Source: an optimization exercise on an open RTL-to-GDS flow (aim: small area, a short achievable clock period and few clock cycles per item). Production flows keep margins and buffers that such runs may drop.
In this exercise RTL edits were held to simulation tests only and were not proved equivalent to the original.

`flow/run.sh`:
```
#!/bin/bash
# synth_recipe.tcl (not shown) runs the flow's synth.tcl, then flattens the netlist and writes it again
# the make line also repeats each setting of config.mk as NAME=value (left out here)
make -C /OpenROAD-flow-scripts/flow DESIGN_CONFIG=/design/flow/config.mk WORK_HOME=/design/flow/orfs CLKGATE_MAP_FILE= SYNTH_SCRIPT=/design/flow/synth_recipe.tcl finish
```
`flow/config.mk`:
```
export PLATFORM = sky130hd
export DESIGN_NAME = wm_block_blender
export DESIGN_NICKNAME = wm_block_blender
export VERILOG_FILES = /design/flow/design.v
export SDC_FILE = /design/flow/constraint.sdc
export NUM_CORES = 4
export LEC_CHECK = 0
export CAP_MARGIN = 20
export CORE_MARGIN = 2
export CORE_UTILIZATION = 40
export SLEW_MARGIN = 20
```
`flow/constraint.sdc`:
```
create_clock -name core_clock -period 13.0 [get_ports {clk}]
set_input_delay 2.6000 -clock core_clock [delete_from_list [all_inputs] [get_ports {clk}]]
set_output_delay 2.6000 -clock core_clock [all_outputs]
set_load 0.01 [all_outputs]
```
`flow/design.v`:
```
`default_nettype none
module wm_block_blender #(
    parameter  int DATA_W = 8,
    parameter  int MAX_M  = 8,
    localparam int IDX_W  = $clog2(MAX_M * MAX_M)
) (
    input  wire logic              clk,
    input  wire logic              rst,
    input  wire logic [IDX_W-1:0]  cfg_m,
    input  wire logic [DATA_W:0]   cfg_bthr,
    input  wire logic [7:0]        cfg_amin,
    input  wire logic [7:0]        cfg_amax,
    input  wire logic [7:0]        cfg_bmin,
    input  wire logic [7:0]        cfg_bmax,
    input  wire logic              s_valid,
    output logic                   s_ready,
    input  wire logic [DATA_W-1:0] s_data,
    output logic                   m_valid,
    input  wire logic              m_ready,
    output logic [DATA_W-1:0]      m_data,
    output logic                   m_last,
    output logic                   busy,
    output logic                   err
);
    localparam int GAP = 5;
    logic       rdy_q;
    logic       st_first, st_w, st_last, st_rownz;
    logic [5:0] st_k;
    logic [2:0] st_col;
    logic [5:0] ac;                  
    logic [2:0] cnt;                 
    logic [2:0] nopen;               
    logic       err_q, busy_q;
    logic [2:0] mm1;                 
    logic [5:0] nm1;                 
    logic [8:0] bthr;
    logic [7:0] amin, amax, bmin, bmax;
    logic       xfer, bad, xfer_p, xfer_w, first_ok;
    logic [5:0] cfg_nm1;
    always_comb begin
        xfer = s_valid && rdy_q;
        bad  = (cfg_m == 6'd0) || (cfg_m > 6'd8) ||
               (cfg_amin > cfg_amax) || (cfg_bmin > cfg_bmax);
        first_ok = st_first && !bad;
        xfer_p = xfer && (st_first ? !bad : !st_w);
        xfer_w = xfer && !st_first && st_w;
        case (cfg_m[2:0])
            3'd1:    cfg_nm1 = 6'd0;
            3'd2:    cfg_nm1 = 6'd3;
            3'd3:    cfg_nm1 = 6'd8;
            3'd4:    cfg_nm1 = 6'd15;
            3'd5:    cfg_nm1 = 6'd24;
            3'd6:    cfg_nm1 = 6'd35;
            3'd7:    cfg_nm1 = 6'd48;
            default: cfg_nm1 = 6'd63;
        endcase
    end
    logic [511:0] ring;
    logic         a_p, a_first, a_last, a_colnz, a_rownz;
    logic [7:0]   a_d;
    logic [7:0]   tap_up, tap_p;
    always_comb begin
        case (mm1)
            3'd0: tap_up = ring[7:0];
            3'd1: tap_up = ring[15:8];
            3'd2: tap_up = ring[23:16];
            3'd3: tap_up = ring[31:24];
            3'd4: tap_up = ring[39:32];
            3'd5: tap_up = ring[47:40];
            3'd6: tap_up = ring[55:48];
            default: tap_up = ring[63:56];
        endcase
        case (mm1)
            3'd0: tap_p = ring[8*((1  + GAP - 2) % 64) +: 8];
            3'd1: tap_p = ring[8*((4  + GAP - 2) % 64) +: 8];
            3'd2: tap_p = ring[8*((9  + GAP - 2) % 64) +: 8];
            3'd3: tap_p = ring[8*((16 + GAP - 2) % 64) +: 8];
            3'd4: tap_p = ring[8*((25 + GAP - 2) % 64) +: 8];
            3'd5: tap_p = ring[8*((36 + GAP - 2) % 64) +: 8];
            3'd6: tap_p = ring[8*((49 + GAP - 2) % 64) +: 8];
            default: tap_p = ring[8*((64 + GAP - 2) % 64) +: 8];
        endcase
    end
    always_ff @(posedge clk) begin
        ring <= {ring[503:0], a_p ? a_d : ring[511:504]};
        a_d  <= s_data;
    end
    logic [8:0]  g_sum;
    logic [7:0]  d_left, d_up;
    logic        g_v, g_first;
    logic [8:0]  g_q;
    logic [13:0] sp;
    logic [16:0] dg;
    logic        ge;
    function automatic logic [7:0] absdiff(input logic [7:0] x, input logic [7:0] y);
        logic [8:0] t;
        t = {1'b0, x} - {1'b0, y};
        absdiff = t[8] ? (8'd0 - t[7:0]) : t[7:0];
    endfunction
    always_comb begin
        d_left = a_colnz ? absdiff(a_d, ring[7:0]) : 8'd0;
        d_up   = a_rownz ? absdiff(a_d, tap_up)    : 8'd0;
        g_sum  = {1'b0, d_left} + {1'b0, d_up};
        ge     = !dg[16];
    end
    always_ff @(posedge clk) begin
        if (a_p) sp <= (a_first ? 14'd0 : sp) + {6'd0, a_d};
        g_q <= g_sum;
        if (g_v) dg <= (g_first ? 17'd0 : dg) + {8'd0, g_q} - {8'd0, bthr};
    end
    logic        q1, q2;
    logic [7:0]  uk, uq, dev, devq;
    logic [11:0] x9;
    logic [25:0] p9;
    logic [29:0] p25;
    logic [29:0] p49;
    always_comb begin
        x9  = (mm1 == 3'd5) ? sp[13:2] : sp[11:0];
        p9  = {14'd0, x9} * 26'd1821;
        p25 = {16'd0, sp} * 30'd5243;
        p49 = {16'd0, sp} * 30'd2675;
        case (mm1)
            3'd0: uk = sp[7:0];
            3'd1: uk = sp[9:2];
            3'd2: uk = p9[21:14];
            3'd3: uk = sp[11:4];
            3'd4: uk = p25[24:17];
            3'd5: uk = p9[21:14];
            3'd6: uk = p49[24:17];
            default: uk = sp[13:6];
        endcase
        dev = ge ? 8'd0 : (uq[7] ? {1'b0, uq[6:0]} : (8'd128 - uq));
    end
    logic [7:0]  x1, x2, y1, y2;
    logic        o_pix, o_last, o_ka;
    logic [16:0] s_sum, b_q;
    logic        b_pix, b_last, b_ka, b_kb;
    logic [7:0]  b_sat;
    always_comb begin
        s_sum = ({9'd0, x1} * {9'd0, y1}) + ({9'd0, x2} * {9'd0, y2});
        b_sat = (b_q[16:15] != 2'b00) ? 8'hFF : b_q[14:7];
    end
    always_ff @(posedge clk) begin
        if (q2) begin
            x1 <= amax - amin;
            x2 <= amin;
            y1 <= 8'd128 - dev;
            y2 <= 8'd128;
            devq <= dev;
        end else if (o_ka) begin
            x1 <= bmax - bmin;
            x2 <= bmin;
            y1 <= devq;
            y2 <= 8'd128;
        end else begin
            if (b_ka) x1 <= b_q[14:7];
            if (b_kb) x2 <= b_q[14:7];
            y1 <= tap_p;
            y2 <= s_data;
        end
        b_q <= s_sum;
        if (q1) uq <= uk;
    end
    logic [8:0] fb0, fb1, fb2;
    logic [1:0] fh, ft, fc;
    logic       oxfer, out_free, buf_pop, buf_push;
    logic [8:0] fb_head, b_item;
    logic [2:0] cnt_nx;
    logic [2:0] nopen_nx;
    logic [5:0] ac_nx;
    logic       first_nx, w_nx;
    always_comb begin
        oxfer    = m_valid && m_ready;
        out_free = !m_valid || m_ready;
        b_item   = {b_last, b_sat};
        case (fh)
            2'd0:    fb_head = fb0;
            2'd1:    fb_head = fb1;
            default: fb_head = fb2;
        endcase
        buf_pop  = out_free && (fc != 2'd0);
        buf_push = b_pix && !(out_free && (fc == 2'd0));
    end
    always_ff @(posedge clk) begin
        if (out_free) {m_last, m_data} <= (fc != 2'd0) ? fb_head : b_item;
        if (buf_push) begin
            case (ft)
                2'd0:    fb0 <= b_item;
                2'd1:    fb1 <= b_item;
                default: fb2 <= b_item;
            endcase
        end
    end
    always_comb begin
        cnt_nx   = cnt + {2'd0, xfer_w} - {2'd0, oxfer};
        nopen_nx = nopen + {2'd0, xfer && first_ok} - {2'd0, oxfer && m_last};
        first_nx = st_first;
        w_nx     = st_w;
        ac_nx    = ac + 6'd1;
        if (xfer) begin
            ac_nx = 6'd0;
            if (st_first) begin
                if (!bad) begin
                    first_nx = 1'b0;
                    w_nx     = (cfg_nm1 == 6'd0);
                    if (cfg_nm1 == 6'd0) ac_nx = 6'(64 - GAP);
                end
            end else if (!st_w) begin
                if (st_last) begin
                    w_nx  = 1'b1;
                    ac_nx = 6'(64 - GAP);
                end
            end else if (st_last) begin
                first_nx = 1'b1;
            end
        end
    end
    always_ff @(posedge clk or negedge rst) begin
        if (!rst) begin
            rdy_q <= 1'b0;
            st_first <= 1'b1; st_w <= 1'b0; st_last <= 1'b0; st_rownz <= 1'b0;
            st_k <= '0; st_col <= '0; ac <= '0;
            cnt <= '0; nopen <= '0; err_q <= 1'b0; busy_q <= 1'b0;
            a_p <= 1'b0; a_first <= 1'b0; a_last <= 1'b0; a_colnz <= 1'b0; a_rownz <= 1'b0;
            g_v <= 1'b0; g_first <= 1'b0;
            q1 <= 1'b0; q2 <= 1'b0;
            o_pix <= 1'b0; o_last <= 1'b0; o_ka <= 1'b0;
            b_pix <= 1'b0; b_last <= 1'b0; b_ka <= 1'b0; b_kb <= 1'b0;
            m_valid <= 1'b0;
            fh <= '0; ft <= '0; fc <= '0;
        end else begin
            rdy_q    <= first_nx || ((ac_nx == 6'd0) && (!w_nx || (cnt_nx <= 3'd3)));
            st_first <= first_nx;
            st_w     <= w_nx;
            ac       <= ac_nx;
            cnt      <= cnt_nx;
            nopen    <= nopen_nx;
            busy_q   <= (nopen_nx != 3'd0);
            err_q    <= xfer && st_first && bad;
            if (xfer) begin
                if (st_first) begin
                    st_k     <= 6'd1;
                    st_last  <= (cfg_nm1 == 6'd0) || (cfg_nm1 == 6'd1);
                    st_col   <= (cfg_m[2:0] == 3'd1) ? 3'd0 : 3'd1;
                    st_rownz <= 1'b0;
                    if (cfg_nm1 == 6'd0) st_k <= 6'd0;
                end else if (!st_w && st_last) begin
                    st_k    <= 6'd0;
                    st_last <= (nm1 == 6'd0);
                end else begin
                    st_k    <= st_k + 6'd1;
                    st_last <= ((st_k + 6'd1) == nm1);
                    if (st_col == mm1) begin
                        st_col   <= 3'd0;
                        st_rownz <= 1'b1;
                    end else begin
                        st_col <= st_col + 3'd1;
                    end
                end
            end
            a_p     <= xfer_p;
            a_first <= st_first;
            a_last  <= st_first ? (cfg_nm1 == 6'd0) : st_last;
            a_colnz <= !st_first && (st_col != 3'd0);
            a_rownz <= !st_first && st_rownz;
            g_v     <= a_p;
            g_first <= a_first;
            q1      <= a_p && a_last;
            q2      <= q1;
            o_pix  <= xfer_w;
            o_last <= st_last;
            o_ka   <= q2;
            b_pix  <= o_pix;
            b_last <= o_last;
            b_ka   <= o_ka;
            b_kb   <= b_ka;
            if (out_free) m_valid <= (fc != 2'd0) || b_pix;
            if (buf_pop)  fh <= (fh == 2'd2) ? 2'd0 : fh + 2'd1;
            if (buf_push) ft <= (ft == 2'd2) ? 2'd0 : ft + 2'd1;
            fc <= fc + {1'b0, buf_push} - {1'b0, buf_pop};
        end
    end
    always_ff @(posedge clk) begin
        if (xfer && st_first) begin
            mm1   <= cfg_m[2:0] - 3'd1;
            nm1   <= cfg_nm1;
            bthr  <= cfg_bthr;
            amin  <= cfg_amin;
            amax  <= cfg_amax;
            bmin  <= cfg_bmin;
            bmax  <= cfg_bmax;
        end
    end
    always_comb begin
        s_ready = rdy_q;
        busy    = busy_q;
        err     = err_q;
    end
endmodule
`default_nettype wire
```
==> out/metrics.yaml, run 1 <==
cts_tree: "yes"
post_cts_buffers: 0
finalClockSkew_ns: 0.0306
setup_viol: 0
status: "finished clean"
synth_top_area_cell: "dfxtp_1"
crit_required_ns: 13.49
rr_startpoint: "mm1[0]"
endpoint_kind: "flip-flop"
drive_above_1_share: 0.0576
clk_pin_slew_worst_paths_ns: 0.07
crit_top_cell: "inv_1"
num_antenna_cells: 0
cts.sinks: 754
max_stage_delay_ns: 0.61
multi_input_area_um2: 17200
path_cells: "buf_4 -> nand3b_4 -> a21oi_1 -> xor2_1 -> ha_1 -> o21bai_1 -> ha_1 -> inv_1 -> fa_1 -> inv_1 -> fa_1 -> inv_1 -> fa_1 -> inv_1 -> ha_1 -> nand4_1 -> a21oi_1 -> a2111oi_4 -> a21oi_2 -> nor3_2 -> o21ai_1 -> a221oi_1 -> o21ai_0 -> a21oi_1"
fin_util: 0.455
clk_latency_ns: 0.64
grt_util_all_layers: 0.165
period_share: 0.513
first_global_vias: 21272
syn_nets: 3810
synthTopCellsByArea: "dfxtp_1 31%, fa_1 14%, ha_1 13%"
synth-seq-area-share: 0.466
ctsResizeCount: 0
grt_setup_unrepaired: "false"
clk_path_buf_depth: 3
start_kind: "flip-flop"
die_w_um: 305
via_count: 21076
period_minus_slack_ns: 6.67
r2r_cells: 24
drv_cap: 0
final_common_cell: "dfxtp_1"
core-area_um2: 89700
cts_root_buf: "clkbuf_16"
rows: 110
regArea_um2: 16800
cts_hold_buf: 0
critPathCapture: "uq[5]"
slowest_stage: "buf_4"
die-area_um2: 92800
synth_edf_count: 148
synth_cell_types: 78
synth_warnings: 1
timing.rr.end: "uq[5]"
final_cells: 4456
syn-cell-area_um2: 36200
grt_max_degree: 60
place_inst: 4324
grt-ovfl-total: 0
final-max-slew-violation-count: 0
mostFrequentLayoutCells: "555 x dfxtp_1, 526 x inv_1, 382 x ha_1, 253 x fa_1, 157 x nand2_1"
reg2reg_slack_ns: 6.33
routed_wl_mm: 74.2
io_pins: 72
crit_family: "adder cells"
cts_buffers: 72
area_growth_pct: 12.9
htreeDepth: 3
netlist_instances: 3116
synthFlopType: "dfxtp_1"
worstSetupPathType: "flip-flop to flip-flop"
start_util: 0.403
fmax_mhz: 150
cp_num_cells: 24
synth_area_per_cell_um2: 11.6
relSlewSlack: 0.348
fillers: 8315
final_nets: 3916
antenna_left: 0
place_congestion: 0.882
ys_ff_latch: 754
crit_start: "mm1[0]"
drt_first_iter_violations: 1122
via_per_inst: 4.73
die_h_um: 305
arrival_ns: 7.17
tightest_slew_ns: 0.978
wl_per_cell_um: 16.7
fin_setup_tns_ns: 0
portBuffers: 71
async_flop_share: 0.0676
finalHoldViolCount: 0
grt_pass1_wl_mm: 120
crit_buf_inv: 5
hpwl_mm: 56.6
route.detailed.drc: 0
synth_top_area_frac: 0.307
dr.pass1.iters: 5
antenna_found_initial: 2
hold_class: "flip-flop to flip-flop"
cp_max_fo: 55
## metal layers
layer	global-route usage	up-vias	share of wire
li1	-	10408	-
met1	0.241	10208	0.49
met2	0.254	364	0.44
met3	0.0275	94	0.046
met4	0.0428	2	0.020
met5	0	-	0.00015
## worst min path at each step
stage                    from  slack [ns]         to  cells past startpoint
floorplan            ring[92]        0.31  ring[100]                      0
detailed placement  ring[136]        0.31  ring[144]                      0
CTS                 ring[139]        0.30  ring[147]                      0
finish              ring[139]        0.31  ring[147]                      0
global placement    ring[185]        0.31  ring[193]                      0
global route         ring[91]        0.31   ring[99]                      0
## sequential cells by signal, indices dropped and copies added (netlist names), 6 cells and up
signal / flops
amin: 8
st_k: 6
y1: 8
sp: 14
ac: 6
bmin: 8
b_q: 10
bmax: 8
uq: 8
ring: 512
fb1: 9
dg: 17
devq: 8
g_q: 9
fb2: 9
amax: 8
a_d: 8
bthr: 9
x1: 8
m_data: 8
y2: 8
fb0: 9
x2: 8
## synth_stat cells (10+ instances only)
cell / instances
mux2i_1: 34
ha_1: 382
a211oi_1: 31
mux4_2: 15
edfxtp_1: 148
or3_1: 23
nor3b_1: 10
clkbuf_1: 36
inv_1: 526
a21oi_1: 102
a21o_1: 29
mux2_2: 17
xnor2_1: 76
dfxtp_1: 555
a21boi_0: 11
fa_1: 253
nand2_1: 157
o21ai_0: 106
nor2b_1: 38
nor2_1: 138
a31oi_1: 14
and2_1: 83
nand3_1: 32
nor3_1: 19
xor2_1: 49
nand2b_1: 29
dfrtp_1: 50
nand4_1: 12
## metrics by stage
stage / setup slack [ns] / hold slack (ns) / cell area [um2]
final: 6.33 / 0.310 / 40800
after global routing: 5.86 / 0.313 / 40800
after CTS: 6.33 / 0.301 / 40800
after detailed placement: 6.36 / 0.312 / 38200
after global placement: 6.45 / 0.310 / 38200
after floorplan: 6.14 / 0.310 / 36200
## final cells by class
class,count,share of cell area
multi-input combinational,1786,0.420
sequential,754,0.412
clock buffer,93,0.0494
inverter,526,0.0484
tap,1176,0.0361
timing repair buffer,82,0.0193
clock inverter,39,0.0139
## cells by family after synthesis
logic type,after synthesis,synth area share
AOI/OAI and AO/OA,382,0.0662
xor gates and xnor gates,125,0.0303
adders and majority gates,635,0.272
buffers and inverters,576,0.0603
DFF,754,0.466
muxes,69,0.0262
and+or+nand+nor,575,0.0791
Testbench counts, summed over its fixed seeds: cycles 16,896, items 7,956.
==> inputs of run 2 (changes only) <==
--- a/flow/design.v
+++ b/flow/design.v
@@ -24,3 +24,3 @@
 );
-    localparam int GAP = 5;
+    localparam int GAP = 8;
     logic       rdy_q;
@@ -35,2 +35,3 @@
     logic [5:0] nm1;                 
+    logic [6:0] nsq;                 
     logic [8:0] bthr;
@@ -107,2 +108,3 @@
         if (a_p) sp <= (a_first ? 14'd0 : sp) + {6'd0, a_d};
+        else if (dv != 4'd0) sp <= sp_s2;
         g_q <= g_sum;
@@ -110,23 +112,17 @@
     end
-    logic        q1, q2;
-    logic [7:0]  uk, uq, dev, devq;
-    logic [11:0] x9;
-    logic [25:0] p9;
-    logic [29:0] p25;
-    logic [29:0] p49;
-    always_comb begin
-        x9  = (mm1 == 3'd5) ? sp[13:2] : sp[11:0];
-        p9  = {14'd0, x9} * 26'd1821;
-        p25 = {16'd0, sp} * 30'd5243;
-        p49 = {16'd0, sp} * 30'd2675;
-        case (mm1)
-            3'd0: uk = sp[7:0];
-            3'd1: uk = sp[9:2];
-            3'd2: uk = p9[21:14];
-            3'd3: uk = sp[11:4];
-            3'd4: uk = p25[24:17];
-            3'd5: uk = p9[21:14];
-            3'd6: uk = p49[24:17];
-            default: uk = sp[13:6];
-        endcase
+    logic [3:0]  dv;
+    logic        q2;
+    logic [7:0]  uq, dev, devq;
+    logic [13:0] sp_s1, sp_s2;
+    function automatic logic [13:0] divstep(input logic [13:0] x, input logic [6:0] n);
+        logic [6:0] t;
+        logic [7:0] d;
+        t = {x[13:8], x[7]};
+        d = {1'b0, t} - {1'b0, n};
+        divstep = {d[7] ? t[5:0] : d[5:0], x[6:0], !d[7]};
+    endfunction
+    always_comb begin
+        sp_s1 = divstep(sp, nsq);
+        sp_s2 = divstep(sp_s1, nsq);
+        uq    = sp[7:0];
         dev = ge ? 8'd0 : (uq[7] ? {1'b0, uq[6:0]} : (8'd128 - uq));
@@ -161,3 +157,2 @@
         b_q <= s_sum;
-        if (q1) uq <= uk;
     end
@@ -225,3 +220,3 @@
             g_v <= 1'b0; g_first <= 1'b0;
-            q1 <= 1'b0; q2 <= 1'b0;
+            dv <= '0; q2 <= 1'b0;
             o_pix <= 1'b0; o_last <= 1'b0; o_ka <= 1'b0;
@@ -267,4 +262,4 @@
             g_first <= a_first;
-            q1      <= a_p && a_last;
-            q2      <= q1;
+            dv      <= {dv[2:0], a_p && a_last};
+            q2      <= dv[3];
             o_pix  <= xfer_w;
@@ -286,2 +281,3 @@
             nm1   <= cfg_nm1;
+            nsq   <= {1'b0, cfg_nm1} + 7'd1;
             bthr  <= cfg_bthr;
==> run 2 against run 1 <==
Against the previous run:
- clock skew down 0.0091 ns
- via count fell by 20%
- count of clock-buffer cells in the layout increased by 14
- synthesized cell count down 23%
- non-clock buffer count is 2 higher
- highest routed layer is now met4
- register-to-register slack better by 0.73 ns
- wire length fell by 25%
==> out/metrics.yaml, run 2 <==
status: "finished clean"  # unchanged
reg2reg_slack_ns: 7.06  # was 6.33 ns
mostFrequentLayoutCells: "555 x dfxtp_1, 269 x inv_1, 176 x ha_1, 146 x edfxtp_1, 134 x nand2_1"  # was 555 x dfxtp_1, 526 x inv_1, 382 x ha_1, 253 x fa_1, 157 x nand2_1
crit_start: "cfg_amax[1]"  # was mm1[0]
dpl_cell_area_um2: 30800  # was 38200 um2
largest_register: "ring"  # unchanged
final_cells: 3519  # was 4456
final-max-slew-violation-count: 0  # unchanged
synthTopCellsByArea: "dfxtp_1 38%, edfxtp_1 15%, fa_1 7.8%"  # was dfxtp_1 31%, fa_1 14%, ha_1 13%
grt_util_all_layers: 0.153  # was 0.165
hold_class: "flip-flop to flip-flop"  # unchanged
io_pins: 72  # unchanged
fin_area_um2: 33300  # was 40800 um2
worstSetupPathType: "primary input to flip-flop"  # was flip-flop to flip-flop
synth_cell_types: 66  # was 78
synth_area_per_cell_um2: 12.1  # was 11.6 um2
relSlewSlack: 0.295  # was 0.348
finalHoldViolCount: 0  # unchanged
synth_top_area_cell: "dfxtp_1"  # unchanged
cp_max_fo: 6  # was 55
synthFlopType: "dfxtp_1"  # unchanged
fin_setup_tns_ns: 0  # unchanged
syn-cell-area_um2: 29000  # was 36200 um2
die_w_um: 273  # was 305 um
clk_path_buf_depth: 3  # unchanged
drv_cap: 0  # unchanged
period_share: 0.475  # was 0.513
cts_root_buf: "clkbuf_16"  # unchanged
first_global_vias: 17446  # was 21272
route.detailed.drc: 0  # unchanged
syn_nets: 2741  # was 3810
fillers: 6422  # was 8315
setup_viol: 0  # unchanged
synthTopCellsByCount: "555 x dfxtp_1, 269 x inv_1, 176 x ha_1, 146 x edfxtp_1, 134 x nand2_1"  # was 555 x dfxtp_1, 526 x inv_1, 382 x ha_1, 253 x fa_1, 157 x nand2_1
regArea_um2: 16800  # about the same
core-area_um2: 71600  # was 89700 um2
synth-seq-area-share: 0.581  # was 0.466
drive_above_1_share: 0.0732  # was 0.0576
dr.pass1.iters: 5  # unchanged
drt_first_iter_violations: 824  # was 1122
use_met1: 0.204  # was 0.241
post_cts_buffers: 0  # unchanged
grt_setup_unrepaired: "false"  # unchanged
arrival_ns: 6.65  # was 7.17 ns
htreeDepth: 3  # unchanged
routed_wl_mm: 55.9  # was 74.2 mm
rr_startpoint: "x2[3]"  # was mm1[0]
crit_required_ns: 13.48  # was 13.49 ns
netlist_instances: 2393  # was 3116
grt-ovfl-total: 0  # unchanged
largest_reg_flops: 512  # unchanged
grt_max_degree: 61  # was 60
busiest_layer: "met2"  # unchanged
synth_top_area_frac: 0.383  # was 0.307
start_util: 0.405  # was 0.403
cts.sinks: 755  # was 754
via_count: 16873  # was 21076
cts_buffers: 73  # was 72
rows: 98  # was 110
wl_per_cell_um: 15.9  # was 16.7 um
fmax_mhz: 162  # was 150 MHz
whs_ns: 0.311  # was 0.310 ns
period_minus_slack_ns: 6.17  # was 6.67 ns
die-area_um2: 74700  # was 92800 um2
place_congestion: 0.869  # was 0.882
cts_tree: "yes"  # unchanged
grt_pass1_wl_mm: 91.2  # was 120 mm
critPathCapture: "busy_q"  # was uq[5]
finalClockSkew_ns: 0.0215  # was 0.0306 ns
ctsResizeCount: 0  # unchanged
hpwl_mm: 40.1  # was 56.6 mm
die_h_um: 273  # was 305 um
portBuffers: 71  # unchanged
async_flop_share: 0.0715  # was 0.0676
timing.rr.end: "b_q[16]"  # was uq[5]
final_common_cell: "dfxtp_1"  # unchanged
clk_pin_slew_worst_paths_ns: 0.06  # was 0.07 ns
grt_use_met3: 0.0242  # was 0.0275
antenna_found_initial: 1  # was 2
synth_edf_count: 146  # was 148
antenna_left: 0  # unchanged
endpoint_kind: "flip-flop"  # unchanged
reg_top3: "ring x512, dg x17, sp x14"  # unchanged
multi_input_area_um2: 11000  # was 17200 um2
cts_hold_buf: 0  # unchanged
clk_latency_ns: 0.62  # was 0.64 ns
final_nets: 2857  # was 3916
synth_warnings: 1  # unchanged
start_kind: "primary input"  # was flip-flop
place_inst: 3384  # was 4324
via_per_inst: 4.79  # was 4.73
ys_ff_latch: 755  # was 754
tightest_slew_ns: 1.03  # was 0.978 ns
grtUsageMet2: 0.247  # was 0.254
area_growth_pct: 14.9  # was 12.9%
r2r_cells: 19  # was 24
yosysMostFrequentCell: "dfxtp_1"  # unchanged
-- run 2: changes by cell type in the layout (fill, tap and decap cells not counted), moves of 14 or more --
cell | previous run | this run
fa_1 | 253 | 113
nor2_1 | 137 | 117
ha_1 | 382 | 176
o21ai_0 | 106 | 77
xor2_1 | 49 | 35
mux2_2 | 17 | 34
inv_1 | 526 | 269
o21a_1 | 6 | 21
nand2_1 | 157 | 134
and2_1 | 83 | 97
-- run 2: cell type report --
cell class	count	share of cell area
Tap cell	950	0.0357
Clock buffer	107	0.0648
Sequential cell	755	0.506
Multi-Input combinational cell	1326	0.330
Timing Repair Buffer	84	0.0241
Antenna cell	1	0.0000751
Inverter	269	0.0303
Clock inverter	27	0.00969
-- run 2: cells by family (layout without fill, tap and decap cells) --
group / Yosys count / in the layout / share of synthesized area
flip-flops: 755 / 755 / 0.581
AND/OR/NAND/NOR: 530 / 530 / 0.0917
AO/OA/AOI/OAI: 333 / 333 / 0.0720
buffers and inverters: 312 / 487 / 0.0405
adder cells (fa/ha/maj): 289 / 289 / 0.154
XOR/XNOR: 102 / 102 / 0.0308
multiplexers: 72 / 72 / 0.0302
other: 0 / 1 / 0
-- run 2: worst min path at each step --
stage                          from   endpoint  slack, ns  cells after the start
after floorplan            ring[92]  ring[100]       0.31                      0
after global placement    ring[347]  ring[355]       0.31                      0
after detailed placement  ring[129]  ring[137]       0.31                      0
after CTS                 ring[215]  ring[223]       0.31                      0
after global routing      ring[163]  ring[171]       0.32                      0
final                     ring[215]  ring[223]       0.31                      0
-- run 2: critical path, cell delays in order --
cell	delay, ns
clkdlybuf4s50_1	0.48
inv_1	0.05
ha_1	0.28
nor2b_1	0.13
o21ai_0	0.15
a21oi_1	0.11
o31ai_1	0.36
nor4b_1	0.85
nand2_1	0.14
ha_1	0.30
inv_1	0.06
ha_1	0.13
inv_1	0.05
fa_1	0.38
xnor2_1	0.15
xnor2_1	0.14
or3_1	0.30
-- run 2: layer usage --
metal / vias to the layer above / wire length (um)
met5: - / 0
met1: 8240 / 25900
met2: 319 / 25700
met3: 109 / 2230
li1: 8205 / -
met4: 0 / 2040
-- run 2: metrics by stage --
stage | utilization | setup WS, ns
after detailed placement | 0.431 | 6.18
after global placement | 0.431 | 6.32
after CTS | 0.465 | 6.83
final | 0.465 | 6.83
after global routing | 0.465 | 6.40
after floorplan | - | 6.90
Testbench counts of run 2, summed over its fixed seeds: cycles 17,472, items 7,956.
==> inputs of run 3 (changes only) <==
--- a/flow/design.v
+++ b/flow/design.v
@@ -114,3 +114,3 @@
     logic        q2;
-    logic [7:0]  uq, dev, devq;
+    logic [7:0]  uq, dev;
     logic [13:0] sp_s1, sp_s2;
@@ -131,7 +131,350 @@
     logic        o_pix, o_last, o_ka;
-    logic [16:0] s_sum, b_q;
+    logic [16:0] csa_r0, csa_r1, b_r0, b_r1, b_q;
     logic        b_pix, b_last, b_ka, b_kb;
     logic [7:0]  b_sat;
+    logic cs1, cs2, cs3, cs4, cs5, cs6, cs7, cs8, cs9, cs10, cs11, cs12, cs13, cs14, cs15, cs16, cs17, cs18, cs19, cs20, cs21, cs22, cs23, cs24, cs25, cs26, cs27, cs28, cs29, cs30, cs31, cs32, cs33, cs34, cs35, cs36, cs37, cs38, cs39, cs40, cs41, cs42, cs43, cs44, cs45, cs46, cs47, cs48, cs49, cs50, cs51, cs52, cs53, cs54, cs55, cs56, cs57, cs58, cs59, cs60, cs61, cs62, cs63, cs64, cs65, cs66, cs67, cs68, cs69, cs70, cs71, cs72, cs73, cs74, cs75, cs76, cs77, cs78, cs79, cs80, cs81, cs82, cs83, cs84, cs85, cs86, cs87, cs88, cs89, cs90, cs91, cs92, cs93, cs94, cs95, cs96, cs97, cs98, cs99, cs100, cs101, cs102, cs103, cs104, cs105, cs106, cs107, cs108, cs109, cs110, cs111, cs112, cs113, cs114, cs115, cs116, cs117, cs118, cs119, cs120, cs121, cs122, cs123, cs124, cs125, cs126, cs127, cs128, cs129, cs130, cs131, cs132, cs133, cs134, cs135, cs136, cs137, cs138, cs139, cs140, cs141, cs142, cs143, cs144, cs145, cs146, cs147, cs148, cs149, cs150, cs151, cs152, cs153, cs154, cs155, cs156, cs157, cs158, cs159, cs160, cs161, cs162, cs163, cs164, cs165, cs166, cs167, cs168, cs169, cs170, cs171, cs172, cs173, cs174, cs175, cs176, cs177, cs178, cs179, cs180, cs181, cs182, cs183, cs184, cs185, cs186, cs187, cs188, cs189, cs190, cs191, cs192, cs193, cs194, cs195, cs196, cs197, cs198, cs199, cs200, cs201, cs202, cs203, cs204, cs205, cs206, cs207, cs208, cs209, cs210, cs211, cs212, cs213, cs214, cs215, cs216, cs217, cs218, cs219, cs220, cs221, cs222, cs223, cs224, cs225, cs226, cs227, cs228, cs229, cs230, cs231, cs232, cs233, cs234, cs235, cs236, cs237, cs238, cs239, cs240, cs241, cs242, cs243, cs244, cs245, cs246, cs247, cs248, cs249, cs250, cs251, cs252, cs253, cs254, cs255, cs256, cs257, cs258, cs259, cs260, cs261, cs262, cs263, cs264, cs265, cs266, cs267, cs268, cs269, cs270, cs271, cs272, cs273, cs274, cs275, cs276, cs277, cs278, cs279, cs280, cs281, cs282, cs283, cs284, cs285, cs286, cs287, cs288, cs289, cs290, cs291, cs292, cs293, cs294, cs295, cs296, cs297, cs298, cs299, cs300, cs301, cs302, cs303, cs304, cs305, cs306, cs307, cs308, cs309, cs310, cs311, cs312, cs313, cs314, cs315, cs316, cs317, cs318, cs319, cs320, cs321, cs322, cs323, cs324, cs325, cs326, cs327, cs328, cs329, cs330, cs331, cs332, cs333, cs334, cs335, cs336, cs337, cs338;
     always_comb begin
-        s_sum = ({9'd0, x1} * {9'd0, y1}) + ({9'd0, x2} * {9'd0, y2});
+        cs1 = x1[0] & y1[0];
+        cs2 = x2[0] & y2[0];
+        cs3 = x1[0] & y1[1];
+        cs4 = x1[1] & y1[0];
+        cs5 = x2[0] & y2[1];
+        cs6 = x2[1] & y2[0];
+        cs7 = x1[0] & y1[2];
+        cs8 = x1[1] & y1[1];
+        cs9 = x1[2] & y1[0];
+        cs10 = x2[0] & y2[2];
+        cs11 = x2[1] & y2[1];
+        cs12 = x2[2] & y2[0];
+        cs13 = x1[0] & y1[3];
+        cs14 = x1[1] & y1[2];
+        cs15 = x1[2] & y1[1];
+        cs16 = x1[3] & y1[0];
+        cs17 = x2[0] & y2[3];
+        cs18 = x2[1] & y2[2];
+        cs19 = x2[2] & y2[1];
+        cs20 = x2[3] & y2[0];
+        cs21 = x1[0] & y1[4];
+        cs22 = x1[1] & y1[3];
+        cs23 = x1[2] & y1[2];
+        cs24 = x1[3] & y1[1];
+        cs25 = x1[4] & y1[0];
+        cs26 = x2[0] & y2[4];
+        cs27 = x2[1] & y2[3];
+        cs28 = x2[2] & y2[2];
+        cs29 = x2[3] & y2[1];
+        cs30 = x2[4] & y2[0];
+        cs31 = x1[0] & y1[5];
+        cs32 = x1[1] & y1[4];
+        cs33 = x1[2] & y1[3];
+        cs34 = x1[3] & y1[2];
+        cs35 = x1[4] & y1[1];
+        cs36 = x1[5] & y1[0];
+        cs37 = x2[0] & y2[5];
+        cs38 = x2[1] & y2[4];
+        cs39 = x2[2] & y2[3];
+        cs40 = x2[3] & y2[2];
+        cs41 = x2[4] & y2[1];
+        cs42 = x2[5] & y2[0];
+        cs43 = x1[0] & y1[6];
+        cs44 = x1[1] & y1[5];
+        cs45 = x1[2] & y1[4];
+        cs46 = x1[3] & y1[3];
+        cs47 = x1[4] & y1[2];
+        cs48 = x1[5] & y1[1];
+        cs49 = x1[6] & y1[0];
+        cs50 = x2[0] & y2[6];
+        cs51 = x2[1] & y2[5];
+        cs52 = x2[2] & y2[4];
+        cs53 = x2[3] & y2[3];
+        cs54 = x2[4] & y2[2];
+        cs55 = x2[5] & y2[1];
+        cs56 = x2[6] & y2[0];
+        cs57 = x1[0] & y1[7];
+        cs58 = x1[1] & y1[6];
+        cs59 = x1[2] & y1[5];
+        cs60 = x1[3] & y1[4];
+        cs61 = x1[4] & y1[3];
+        cs62 = x1[5] & y1[2];
+        cs63 = x1[6] & y1[1];
+        cs64 = x1[7] & y1[0];
+        cs65 = x2[0] & y2[7];
+        cs66 = x2[1] & y2[6];
+        cs67 = x2[2] & y2[5];
+        cs68 = x2[3] & y2[4];
+        cs69 = x2[4] & y2[3];
+        cs70 = x2[5] & y2[2];
+        cs71 = x2[6] & y2[1];
+        cs72 = x2[7] & y2[0];
+        cs73 = x1[1] & y1[7];
+        cs74 = x1[2] & y1[6];
+        cs75 = x1[3] & y1[5];
+        cs76 = x1[4] & y1[4];
+        cs77 = x1[5] & y1[3];
+        cs78 = x1[6] & y1[2];
+        cs79 = x1[7] & y1[1];
+        cs80 = x2[1] & y2[7];
+        cs81 = x2[2] & y2[6];
+        cs82 = x2[3] & y2[5];
+        cs83 = x2[4] & y2[4];
+        cs84 = x2[5] & y2[3];
+        cs85 = x2[6] & y2[2];
+        cs86 = x2[7] & y2[1];
+        cs87 = x1[2] & y1[7];
+        cs88 = x1[3] & y1[6];
+        cs89 = x1[4] & y1[5];
+        cs90 = x1[5] & y1[4];
+        cs91 = x1[6] & y1[3];
+        cs92 = x1[7] & y1[2];
+        cs93 = x2[2] & y2[7];
+        cs94 = x2[3] & y2[6];
+        cs95 = x2[4] & y2[5];
+        cs96 = x2[5] & y2[4];
+        cs97 = x2[6] & y2[3];
+        cs98 = x2[7] & y2[2];
+        cs99 = x1[3] & y1[7];
+        cs100 = x1[4] & y1[6];
+        cs101 = x1[5] & y1[5];
+        cs102 = x1[6] & y1[4];
+        cs103 = x1[7] & y1[3];
+        cs104 = x2[3] & y2[7];
+        cs105 = x2[4] & y2[6];
+        cs106 = x2[5] & y2[5];
+        cs107 = x2[6] & y2[4];
+        cs108 = x2[7] & y2[3];
+        cs109 = x1[4] & y1[7];
+        cs110 = x1[5] & y1[6];
+        cs111 = x1[6] & y1[5];
+        cs112 = x1[7] & y1[4];
+        cs113 = x2[4] & y2[7];
+        cs114 = x2[5] & y2[6];
+        cs115 = x2[6] & y2[5];
+        cs116 = x2[7] & y2[4];
+        cs117 = x1[5] & y1[7];
+        cs118 = x1[6] & y1[6];
+        cs119 = x1[7] & y1[5];
+        cs120 = x2[5] & y2[7];
+        cs121 = x2[6] & y2[6];
+        cs122 = x2[7] & y2[5];
+        cs123 = x1[6] & y1[7];
+        cs124 = x1[7] & y1[6];
+        cs125 = x2[6] & y2[7];
+        cs126 = x2[7] & y2[6];
+        cs127 = x1[7] & y1[7];
+        cs128 = x2[7] & y2[7];
+        cs129 = cs43 ^ cs44;
+        cs130 = cs43 & cs44;
+        cs131 = cs57 ^ cs58 ^ cs59;
+        cs132 = (cs57 & cs58) | (cs57 & cs59) | (cs58 & cs59);
+        cs133 = cs60 ^ cs61 ^ cs62;
+        cs134 = (cs60 & cs61) | (cs60 & cs62) | (cs61 & cs62);
+        cs135 = cs73 ^ cs74 ^ cs75;
+        cs136 = (cs73 & cs74) | (cs73 & cs75) | (cs74 & cs75);
+        cs137 = cs76 ^ cs77;
+        cs138 = cs76 & cs77;
+        cs139 = cs87 ^ cs88;
+        cs140 = cs87 & cs88;
+        cs141 = cs21 ^ cs22;
+        cs142 = cs21 & cs22;
+        cs143 = cs31 ^ cs32 ^ cs33;
+        cs144 = (cs31 & cs32) | (cs31 & cs33) | (cs32 & cs33);
+        cs145 = cs34 ^ cs35 ^ cs36;
+        cs146 = (cs34 & cs35) | (cs34 & cs36) | (cs35 & cs36);
+        cs147 = cs129 ^ cs45 ^ cs46;
+        cs148 = (cs129 & cs45) | (cs129 & cs46) | (cs45 & cs46);
+        cs149 = cs47 ^ cs48 ^ cs49;
+        cs150 = (cs47 & cs48) | (cs47 & cs49) | (cs48 & cs49);
+        cs151 = cs50 ^ cs51 ^ cs52;
+        cs152 = (cs50 & cs51) | (cs50 & cs52) | (cs51 & cs52);
+        cs153 = cs130 ^ cs131 ^ cs133;
+        cs154 = (cs130 & cs131) | (cs130 & cs133) | (cs131 & cs133);
+        cs155 = cs63 ^ cs64 ^ cs65;
+        cs156 = (cs63 & cs64) | (cs63 & cs65) | (cs64 & cs65);
+        cs157 = cs66 ^ cs67 ^ cs68;
+        cs158 = (cs66 & cs67) | (cs66 & cs68) | (cs67 & cs68);
+        cs159 = cs69 ^ cs70;
+        cs160 = cs69 & cs70;
+        cs161 = cs132 ^ cs134 ^ cs135;
+        cs162 = (cs132 & cs134) | (cs132 & cs135) | (cs134 & cs135);
+        cs163 = cs137 ^ cs78 ^ cs79;
+        cs164 = (cs137 & cs78) | (cs137 & cs79) | (cs78 & cs79);
+        cs165 = cs80 ^ cs81 ^ cs82;
+        cs166 = (cs80 & cs81) | (cs80 & cs82) | (cs81 & cs82);
+        cs167 = cs83 ^ cs84 ^ cs85;
+        cs168 = (cs83 & cs84) | (cs83 & cs85) | (cs84 & cs85);
+        cs169 = cs136 ^ cs138 ^ cs139;
+        cs170 = (cs136 & cs138) | (cs136 & cs139) | (cs138 & cs139);
+        cs171 = cs89 ^ cs90 ^ cs91;
+        cs172 = (cs89 & cs90) | (cs89 & cs91) | (cs90 & cs91);
+        cs173 = cs92 ^ cs93 ^ cs94;
+        cs174 = (cs92 & cs93) | (cs92 & cs94) | (cs93 & cs94);
+        cs175 = cs95 ^ cs96 ^ cs97;
+        cs176 = (cs95 & cs96) | (cs95 & cs97) | (cs96 & cs97);
+        cs177 = cs140 ^ cs99 ^ cs100;
+        cs178 = (cs140 & cs99) | (cs140 & cs100) | (cs99 & cs100);
+        cs179 = cs101 ^ cs102 ^ cs103;
+        cs180 = (cs101 & cs102) | (cs101 & cs103) | (cs102 & cs103);
+        cs181 = cs104 ^ cs105 ^ cs106;
+        cs182 = (cs104 & cs105) | (cs104 & cs106) | (cs105 & cs106);
+        cs183 = cs109 ^ cs110 ^ cs111;
+        cs184 = (cs109 & cs110) | (cs109 & cs111) | (cs110 & cs111);
+        cs185 = cs13 ^ cs14 ^ cs15;
+        cs186 = (cs13 & cs14) | (cs13 & cs15) | (cs14 & cs15);
+        cs187 = cs141 ^ cs23 ^ cs24;
+        cs188 = (cs141 & cs23) | (cs141 & cs24) | (cs23 & cs24);
+        cs189 = cs25 ^ cs26 ^ cs27;
+        cs190 = (cs25 & cs26) | (cs25 & cs27) | (cs26 & cs27);
+        cs191 = cs142 ^ cs143 ^ cs145;
+        cs192 = (cs142 & cs143) | (cs142 & cs145) | (cs143 & cs145);
+        cs193 = cs37 ^ cs38 ^ cs39;
+        cs194 = (cs37 & cs38) | (cs37 & cs39) | (cs38 & cs39);
+        cs195 = cs40 ^ cs41;
+        cs196 = cs40 & cs41;
+        cs197 = cs144 ^ cs146 ^ cs147;
+        cs198 = (cs144 & cs146) | (cs144 & cs147) | (cs146 & cs147);
+        cs199 = cs149 ^ cs151 ^ cs53;
+        cs200 = (cs149 & cs151) | (cs149 & cs53) | (cs151 & cs53);
+        cs201 = cs54 ^ cs55 ^ cs56;
+        cs202 = (cs54 & cs55) | (cs54 & cs56) | (cs55 & cs56);
+        cs203 = cs148 ^ cs150 ^ cs152;
+        cs204 = (cs148 & cs150) | (cs148 & cs152) | (cs150 & cs152);
+        cs205 = cs153 ^ cs155 ^ cs157;
+        cs206 = (cs153 & cs155) | (cs153 & cs157) | (cs155 & cs157);
+        cs207 = cs159 ^ cs71 ^ cs72;
+        cs208 = (cs159 & cs71) | (cs159 & cs72) | (cs71 & cs72);
+        cs209 = cs154 ^ cs156 ^ cs158;
+        cs210 = (cs154 & cs156) | (cs154 & cs158) | (cs156 & cs158);
+        cs211 = cs160 ^ cs161 ^ cs163;
+        cs212 = (cs160 & cs161) | (cs160 & cs163) | (cs161 & cs163);
+        cs213 = cs165 ^ cs167 ^ cs86;
+        cs214 = (cs165 & cs167) | (cs165 & cs86) | (cs167 & cs86);
+        cs215 = cs162 ^ cs164 ^ cs166;
+        cs216 = (cs162 & cs164) | (cs162 & cs166) | (cs164 & cs166);
+        cs217 = cs168 ^ cs169 ^ cs171;
+        cs218 = (cs168 & cs169) | (cs168 & cs171) | (cs169 & cs171);
+        cs219 = cs173 ^ cs175 ^ cs98;
+        cs220 = (cs173 & cs175) | (cs173 & cs98) | (cs175 & cs98);
+        cs221 = cs170 ^ cs172 ^ cs174;
+        cs222 = (cs170 & cs172) | (cs170 & cs174) | (cs172 & cs174);
+        cs223 = cs176 ^ cs177 ^ cs179;
+        cs224 = (cs176 & cs177) | (cs176 & cs179) | (cs177 & cs179);
+        cs225 = cs181 ^ cs107 ^ cs108;
+        cs226 = (cs181 & cs107) | (cs181 & cs108) | (cs107 & cs108);
+        cs227 = cs178 ^ cs180 ^ cs182;
+        cs228 = (cs178 & cs180) | (cs178 & cs182) | (cs180 & cs182);
+        cs229 = cs183 ^ cs112 ^ cs113;
+        cs230 = (cs183 & cs112) | (cs183 & cs113) | (cs112 & cs113);
+        cs231 = cs114 ^ cs115 ^ cs116;
+        cs232 = (cs114 & cs115) | (cs114 & cs116) | (cs115 & cs116);
+        cs233 = cs184 ^ cs117 ^ cs118;
+        cs234 = (cs184 & cs117) | (cs184 & cs118) | (cs117 & cs118);
+        cs235 = cs119 ^ cs120 ^ cs121;
+        cs236 = (cs119 & cs120) | (cs119 & cs121) | (cs120 & cs121);
+        cs237 = cs7 ^ cs8 ^ cs9;
+        cs238 = (cs7 & cs8) | (cs7 & cs9) | (cs8 & cs9);
+        cs239 = cs185 ^ cs16 ^ cs17;
+        cs240 = (cs185 & cs16) | (cs185 & cs17) | (cs16 & cs17);
+        cs241 = cs18 ^ cs19;
+        cs242 = cs18 & cs19;
+        cs243 = cs186 ^ cs187 ^ cs189;
+        cs244 = (cs186 & cs187) | (cs186 & cs189) | (cs187 & cs189);
+        cs245 = cs28 ^ cs29 ^ cs30;
+        cs246 = (cs28 & cs29) | (cs28 & cs30) | (cs29 & cs30);
+        cs247 = cs188 ^ cs190 ^ cs191;
+        cs248 = (cs188 & cs190) | (cs188 & cs191) | (cs190 & cs191);
+        cs249 = cs193 ^ cs195 ^ cs42;
+        cs250 = (cs193 & cs195) | (cs193 & cs42) | (cs195 & cs42);
+        cs251 = cs192 ^ cs194 ^ cs196;
+        cs252 = (cs192 & cs194) | (cs192 & cs196) | (cs194 & cs196);
+        cs253 = cs197 ^ cs199 ^ cs201;
+        cs254 = (cs197 & cs199) | (cs197 & cs201) | (cs199 & cs201);
+        cs255 = cs198 ^ cs200 ^ cs202;
+        cs256 = (cs198 & cs200) | (cs198 & cs202) | (cs200 & cs202);
+        cs257 = cs203 ^ cs205 ^ cs207;
+        cs258 = (cs203 & cs205) | (cs203 & cs207) | (cs205 & cs207);
+        cs259 = cs204 ^ cs206 ^ cs208;
+        cs260 = (cs204 & cs206) | (cs204 & cs208) | (cs206 & cs208);
+        cs261 = cs209 ^ cs211 ^ cs213;
+        cs262 = (cs209 & cs211) | (cs209 & cs213) | (cs211 & cs213);
+        cs263 = cs210 ^ cs212 ^ cs214;
+        cs264 = (cs210 & cs212) | (cs210 & cs214) | (cs212 & cs214);
+        cs265 = cs215 ^ cs217 ^ cs219;
+        cs266 = (cs215 & cs217) | (cs215 & cs219) | (cs217 & cs219);
+        cs267 = cs216 ^ cs218 ^ cs220;
+        cs268 = (cs216 & cs218) | (cs216 & cs220) | (cs218 & cs220);
+        cs269 = cs221 ^ cs223 ^ cs225;
+        cs270 = (cs221 & cs223) | (cs221 & cs225) | (cs223 & cs225);
+        cs271 = cs222 ^ cs224 ^ cs226;
+        cs272 = (cs222 & cs224) | (cs222 & cs226) | (cs224 & cs226);
+        cs273 = cs227 ^ cs229 ^ cs231;
+        cs274 = (cs227 & cs229) | (cs227 & cs231) | (cs229 & cs231);
+        cs275 = cs228 ^ cs230 ^ cs232;
+        cs276 = (cs228 & cs230) | (cs228 & cs232) | (cs230 & cs232);
+        cs277 = cs233 ^ cs235 ^ cs122;
+        cs278 = (cs233 & cs235) | (cs233 & cs122) | (cs235 & cs122);
+        cs279 = cs234 ^ cs236 ^ cs123;
+        cs280 = (cs234 & cs236) | (cs234 & cs123) | (cs236 & cs123);
+        cs281 = cs124 ^ cs125 ^ cs126;
+        cs282 = (cs124 & cs125) | (cs124 & cs126) | (cs125 & cs126);
+        cs283 = cs3 ^ cs4;
+        cs284 = cs3 & cs4;
+        cs285 = cs237 ^ cs10 ^ cs11;
+        cs286 = (cs237 & cs10) | (cs237 & cs11) | (cs10 & cs11);
+        cs287 = cs238 ^ cs239 ^ cs241;
+        cs288 = (cs238 & cs239) | (cs238 & cs241) | (cs239 & cs241);
+        cs289 = cs240 ^ cs242 ^ cs243;
+        cs290 = (cs240 & cs242) | (cs240 & cs243) | (cs242 & cs243);
+        cs291 = cs244 ^ cs246 ^ cs247;
+        cs292 = (cs244 & cs246) | (cs244 & cs247) | (cs246 & cs247);
+        cs293 = cs248 ^ cs250 ^ cs251;
+        cs294 = (cs248 & cs250) | (cs248 & cs251) | (cs250 & cs251);
+        cs295 = cs252 ^ cs254 ^ cs255;
+        cs296 = (cs252 & cs254) | (cs252 & cs255) | (cs254 & cs255);
+        cs297 = cs256 ^ cs258 ^ cs259;
+        cs298 = (cs256 & cs258) | (cs256 & cs259) | (cs258 & cs259);
+        cs299 = cs260 ^ cs262 ^ cs263;
+        cs300 = (cs260 & cs262) | (cs260 & cs263) | (cs262 & cs263);
+        cs301 = cs264 ^ cs266 ^ cs267;
+        cs302 = (cs264 & cs266) | (cs264 & cs267) | (cs266 & cs267);
+        cs303 = cs268 ^ cs270 ^ cs271;
+        cs304 = (cs268 & cs270) | (cs268 & cs271) | (cs270 & cs271);
+        cs305 = cs272 ^ cs274 ^ cs275;
+        cs306 = (cs272 & cs274) | (cs272 & cs275) | (cs274 & cs275);
+        cs307 = cs276 ^ cs278 ^ cs279;
+        cs308 = (cs276 & cs278) | (cs276 & cs279) | (cs278 & cs279);
+        cs309 = cs280 ^ cs282 ^ cs127;
+        cs310 = (cs280 & cs282) | (cs280 & cs127) | (cs282 & cs127);
+        cs311 = cs283 ^ cs5;
+        cs312 = cs283 & cs5;
+        cs313 = cs284 ^ cs285 ^ cs12;
+        cs314 = (cs284 & cs285) | (cs284 & cs12) | (cs285 & cs12);
+        cs315 = cs286 ^ cs287 ^ cs20;
+        cs316 = (cs286 & cs287) | (cs286 & cs20) | (cs287 & cs20);
+        cs317 = cs288 ^ cs289 ^ cs245;
+        cs318 = (cs288 & cs289) | (cs288 & cs245) | (cs289 & cs245);
+        cs319 = cs290 ^ cs291 ^ cs249;
+        cs320 = (cs290 & cs291) | (cs290 & cs249) | (cs291 & cs249);
+        cs321 = cs292 ^ cs293 ^ cs253;
+        cs322 = (cs292 & cs293) | (cs292 & cs253) | (cs293 & cs253);
+        cs323 = cs294 ^ cs295 ^ cs257;
+        cs324 = (cs294 & cs295) | (cs294 & cs257) | (cs295 & cs257);
+        cs325 = cs296 ^ cs297 ^ cs261;
+        cs326 = (cs296 & cs297) | (cs296 & cs261) | (cs297 & cs261);
+        cs327 = cs298 ^ cs299 ^ cs265;
+        cs328 = (cs298 & cs299) | (cs298 & cs265) | (cs299 & cs265);
+        cs329 = cs300 ^ cs301 ^ cs269;
+        cs330 = (cs300 & cs301) | (cs300 & cs269) | (cs301 & cs269);
+        cs331 = cs302 ^ cs303 ^ cs273;
+        cs332 = (cs302 & cs303) | (cs302 & cs273) | (cs303 & cs273);
+        cs333 = cs304 ^ cs305 ^ cs277;
+        cs334 = (cs304 & cs305) | (cs304 & cs277) | (cs305 & cs277);
+        cs335 = cs306 ^ cs307 ^ cs281;
+        cs336 = (cs306 & cs307) | (cs306 & cs281) | (cs307 & cs281);
+        cs337 = cs308 ^ cs309 ^ cs128;
+        cs338 = (cs308 & cs309) | (cs308 & cs128) | (cs309 & cs128);
+        csa_r0 = {1'b0, cs338, cs336, cs334, cs332, cs330, cs328, cs326, cs324, cs322, cs320, cs318, cs316, cs314, cs312, cs311, cs1};
+        csa_r1 = {1'b0, cs310, cs337, cs335, cs333, cs331, cs329, cs327, cs325, cs323, cs321, cs319, cs317, cs315, cs313, cs6, cs2};
+    end
+    always_comb begin
+        b_q   = b_r0 + b_r1;
         b_sat = (b_q[16:15] != 2'b00) ? 8'hFF : b_q[14:7];
@@ -144,3 +487,2 @@
             y2 <= 8'd128;
-            devq <= dev;
         end else if (o_ka) begin
@@ -148,3 +490,3 @@
             x2 <= bmin;
-            y1 <= devq;
+            y1 <= dev;
             y2 <= 8'd128;
@@ -156,3 +498,4 @@
         end
-        b_q <= s_sum;
+        b_r0 <= csa_r0;
+        b_r1 <= csa_r1;
     end
==> run 3 against run 2 <==
Against the previous run:
- synthesized cell count is 0.42% higher
- design area up 1.1%
- critical endpoint unchanged
- highest routed layer unchanged
- utilization is 0.14 points lower
==> out/metrics.yaml, run 3 <==
ys_ff_latch: 769  # was 755
synth_top_area_cell: "dfxtp_1"  # unchanged
grt_pass1_wl_mm: 92.3  # was 91.2 mm
synthTopCellsByArea: "dfxtp_1 40%, edfxtp_1 14%, fa_1 7.8%"  # was dfxtp_1 38%, edfxtp_1 15%, fa_1 7.8%
grtUsageMet2: 0.257  # was 0.247
fin_area_um2: 33700  # was 33300 um2
first_global_vias: 17809  # was 17446
dr.pass1.iters: 6  # was 5
synthFlopType: "dfxtp_1"  # unchanged
synth_edf_count: 138  # was 146
synth_top_area_frac: 0.396  # was 0.383
regArea_um2: 17000  # was 16800 um2
busiest_layer: "met2"  # unchanged
final-max-slew-violation-count: 0  # unchanged
via_per_inst: 4.82  # was 4.79
die-area_um2: 75100  # was 74700 um2
fmax_mhz: 177  # was 162 MHz
synth_cell_types: 86  # was 66
route.detailed.drc: 0  # unchanged
hpwl_mm: 41.3  # was 40.1 mm
path_cells: "clkdlybuf4s50_1 -> inv_1 -> ha_1 -> nand2b_1 -> xnor2_1 -> nor4_1 -> o211a_1 -> and2_1 -> nand2_1 -> ha_1 -> inv_1 -> ha_1 -> inv_1 -> fa_1 -> xnor2_1 -> xnor2_1 -> or3_1"  # was clkdlybuf4s50_1 -> inv_1 -> ha_1 -> nor2b_1 -> o21ai_0 -> a21oi_1 -> o31ai_1 -> nor4b_1 -> nand2_1 -> ha_1 -> inv_1 -> ha_1 -> inv_1 -> fa_1 -> xnor2_1 -> xnor2_1 -> or3_1
antenna_found_initial: 0  # was 1
core-area_um2: 72600  # was 71600 um2
num_antenna_cells: 0  # was 1
antenna_left: 0  # unchanged
synth_area_per_cell_um2: 12.1  # about the same
syn-cell-area_um2: 29200  # was 29000 um2
worstSetupPathType: "primary input to flip-flop"  # unchanged
clk_latency_ns: 0.63  # was 0.62 ns
largest_reg_flops: 512  # unchanged
drive_above_1_share: 0.0815  # was 0.0732
grt-ovfl-total: 0  # unchanged
max_stage_delay_ns: 0.48  # was 0.85 ns
tightest_slew_ns: 0.996  # was 1.03 ns
start_kind: "primary input"  # unchanged
period_share: 0.435  # was 0.475
synthTopCellsByCount: "577 x dfxtp_1, 235 x inv_1, 138 x edfxtp_1, 138 x ha_1, 136 x nand2_1"  # was 555 x dfxtp_1, 269 x inv_1, 176 x ha_1, 146 x edfxtp_1, 134 x nand2_1
die_w_um: 274  # was 273 um
relSlewSlack: 0.334  # was 0.295
ctsResizeCount: 0  # unchanged
fin_util: 0.464  # was 0.465
clk_path_buf_depth: 3  # unchanged
place_congestion: 0.879  # was 0.869
fillers: 6524  # was 6422
area_growth_pct: 15.4  # was 14.9%
largest_register: "ring"  # unchanged
cts_tree: "yes"  # unchanged
finalClockSkew_ns: 0.0496  # was 0.0215 ns
crit_required_ns: 13.49  # was 13.48 ns
multi_input_area_um2: 11100  # was 11000 um2
final_common_cell: "dfxtp_1"  # unchanged
whs_ns: 0.308  # was 0.311 ns
syn_nets: 2713  # was 2741
synth-seq-area-share: 0.584  # was 0.581
final_nets: 2828  # was 2857
netlist_instances: 2403  # was 2393
drt_first_iter_violations: 823  # was 824
portBuffers: 71  # unchanged
grt_util_all_layers: 0.154  # was 0.153
setup_viol: 0  # unchanged
grt_max_degree: 59  # was 61
via_count: 17041  # was 16873
io_pins: 72  # unchanged
endpoint_kind: "flip-flop"  # unchanged
htreeDepth: 3  # unchanged
period_minus_slack_ns: 5.65  # was 6.17 ns
hold_class: "flip-flop to flip-flop"  # unchanged
dp_worst_setup_slack_ns: 6.74  # was 6.18 ns
wl_per_cell_um: 16.1  # was 15.9 um
status: "finished clean"  # unchanged
grt_setup_unrepaired: "false"  # unchanged
routed_wl_mm: 56.8  # was 55.9 mm
die_h_um: 274  # was 273 um
finalHoldViolCount: 0  # unchanged
drv_cap: 0  # unchanged
use_met1: 0.202  # was 0.204
grt_use_met3: 0.0237  # was 0.0242
cts_hold_buf: 0  # unchanged
cts_buffers: 76  # was 73
async_flop_share: 0.0702  # was 0.0715
arrival_ns: 6.15  # was 6.65 ns
synth_warnings: 1  # unchanged
start_util: 0.402  # was 0.405
cts.sinks: 769  # was 755
fin_setup_tns_ns: 0  # unchanged
post_cts_buffers: 0  # unchanged
dpl_cell_area_um2: 31000  # was 30800 um2
mostFrequentLayoutCells: "577 x dfxtp_1, 235 x inv_1, 138 x ha_1, 138 x edfxtp_1, 136 x nand2_1"  # was 555 x dfxtp_1, 269 x inv_1, 176 x ha_1, 146 x edfxtp_1, 134 x nand2_1
cts_root_buf: "clkbuf_16"  # unchanged
slowest_stage: "clkdlybuf4s50_1"  # was nor4b_1
reg_top3: "ring x512, dg x17"  # was ring x512, dg x17, sp x14
yosysMostFrequentCell: "dfxtp_1"  # unchanged
clk_pin_slew_worst_paths_ns: 0.06  # about the same
fin_ws_ns: 7.35  # was 6.83 ns
rows: 99  # was 98
cp_max_fo: 5  # was 6
## run 3: area by class of cell
class / count / share of cell area
multi-input combinational: 1352 / 0.329
clock buffer: 98 / 0.0643
sequential: 769 / 0.506
tap: 959 / 0.0356
timing repair buffer: 82 / 0.0234
inverter: 237 / 0.0264
clock inverter: 40 / 0.0152
## run 3: critical path, delay by kind of cell
family,cells,cell delay (ns)
AOI/OAI and AO/OA,1,0.30
xor gates and xnor gates,3,0.45
adders and majority gates,4,1.04
buffers and inverters,4,0.72
and+or+nand+nor,5,1.01
## run 3: routing by layer
| metal | vias to the layer above | routed length (um) |
|---|---|---|
| met1 | 8268 | 26000 |
| li1 | 8369 | - |
| met5 | - | 0 |
| met3 | 99 | 2130 |
| met2 | 305 | 27000 |
| met4 | 0 | 1660 |
## run 3: cell families (layout without fill, tap and decap cells)
family	count (synthesis)	count (layout)	share of synthesized area
adder cells (fa/ha/maj)	251	251	0.137
multiplexers	73	73	0.0300
XOR/XNOR	91	91	0.0273
AND/OR/NAND/NOR	542	542	0.0947
flip-flops	769	769	0.584
AO/OA/AOI/OAI	395	395	0.0904
buffers and inverters	282	457	0.0366
## run 3: through the flow
step	cells
after floorplan	2403
after global placement	3399
after detailed placement	3399
after CTS	3537
after global routing	3537
final	3537
## run 3: worst paths after layout
check / from / endpoint / slack (ns) / depth (start not counted)
max: cfg_m[1] / busy_q / 7.35 / 17
min: ring[483] / ring[491] / 0.31 / 0
max reg2reg: mm1[1] / g_q[8] / 7.76 / 21
min reg2reg: ring[483] / ring[491] / 0.31 / 0
max in group asynchronous: rst / st_col[0] / 10.32 / 2
min in group asynchronous: rst / fh[1] / 2.11 / 2
Testbench counts of run 3, summed over its fixed seeds: cycles 17,472, items 7,956.

-- static timing again, ports no longer ideal --
The flow's constraints put no driver on any port. The routed layouts listed below were extracted and timed again, unchanged, in two steps. Step 1 assumes that a clkbuf_16 drives the clock port and a buf_2 every other input. Step 2, shift: input delay + t, output delay - t, t = (earliest + latest rising clock arrival at the registers) / 2. This alone moves slack from input paths to output paths. a / b / c = ideal ports / drivers / drivers and shift; a / b = the first two.
run	t, ns	slack for setup (ns)	latest minus earliest clock arrival (ns)	worst slew at a driven data input, ns
run 1	0.682	6.326 / 6.326 / 6.326	0.039 / 0.039	0.11
run 2	0.666	6.826 / 6.859 / 6.193	0.022 / 0.022	0.11
run 3	0.670	7.345 / 7.383 / 6.713	0.061 / 0.061	0.07
After both steps every run listed still meets setup and hold. The setup slack of run 2, which loses most, moves by +0.033 ns with the drivers and by -0.633 ns with both steps.
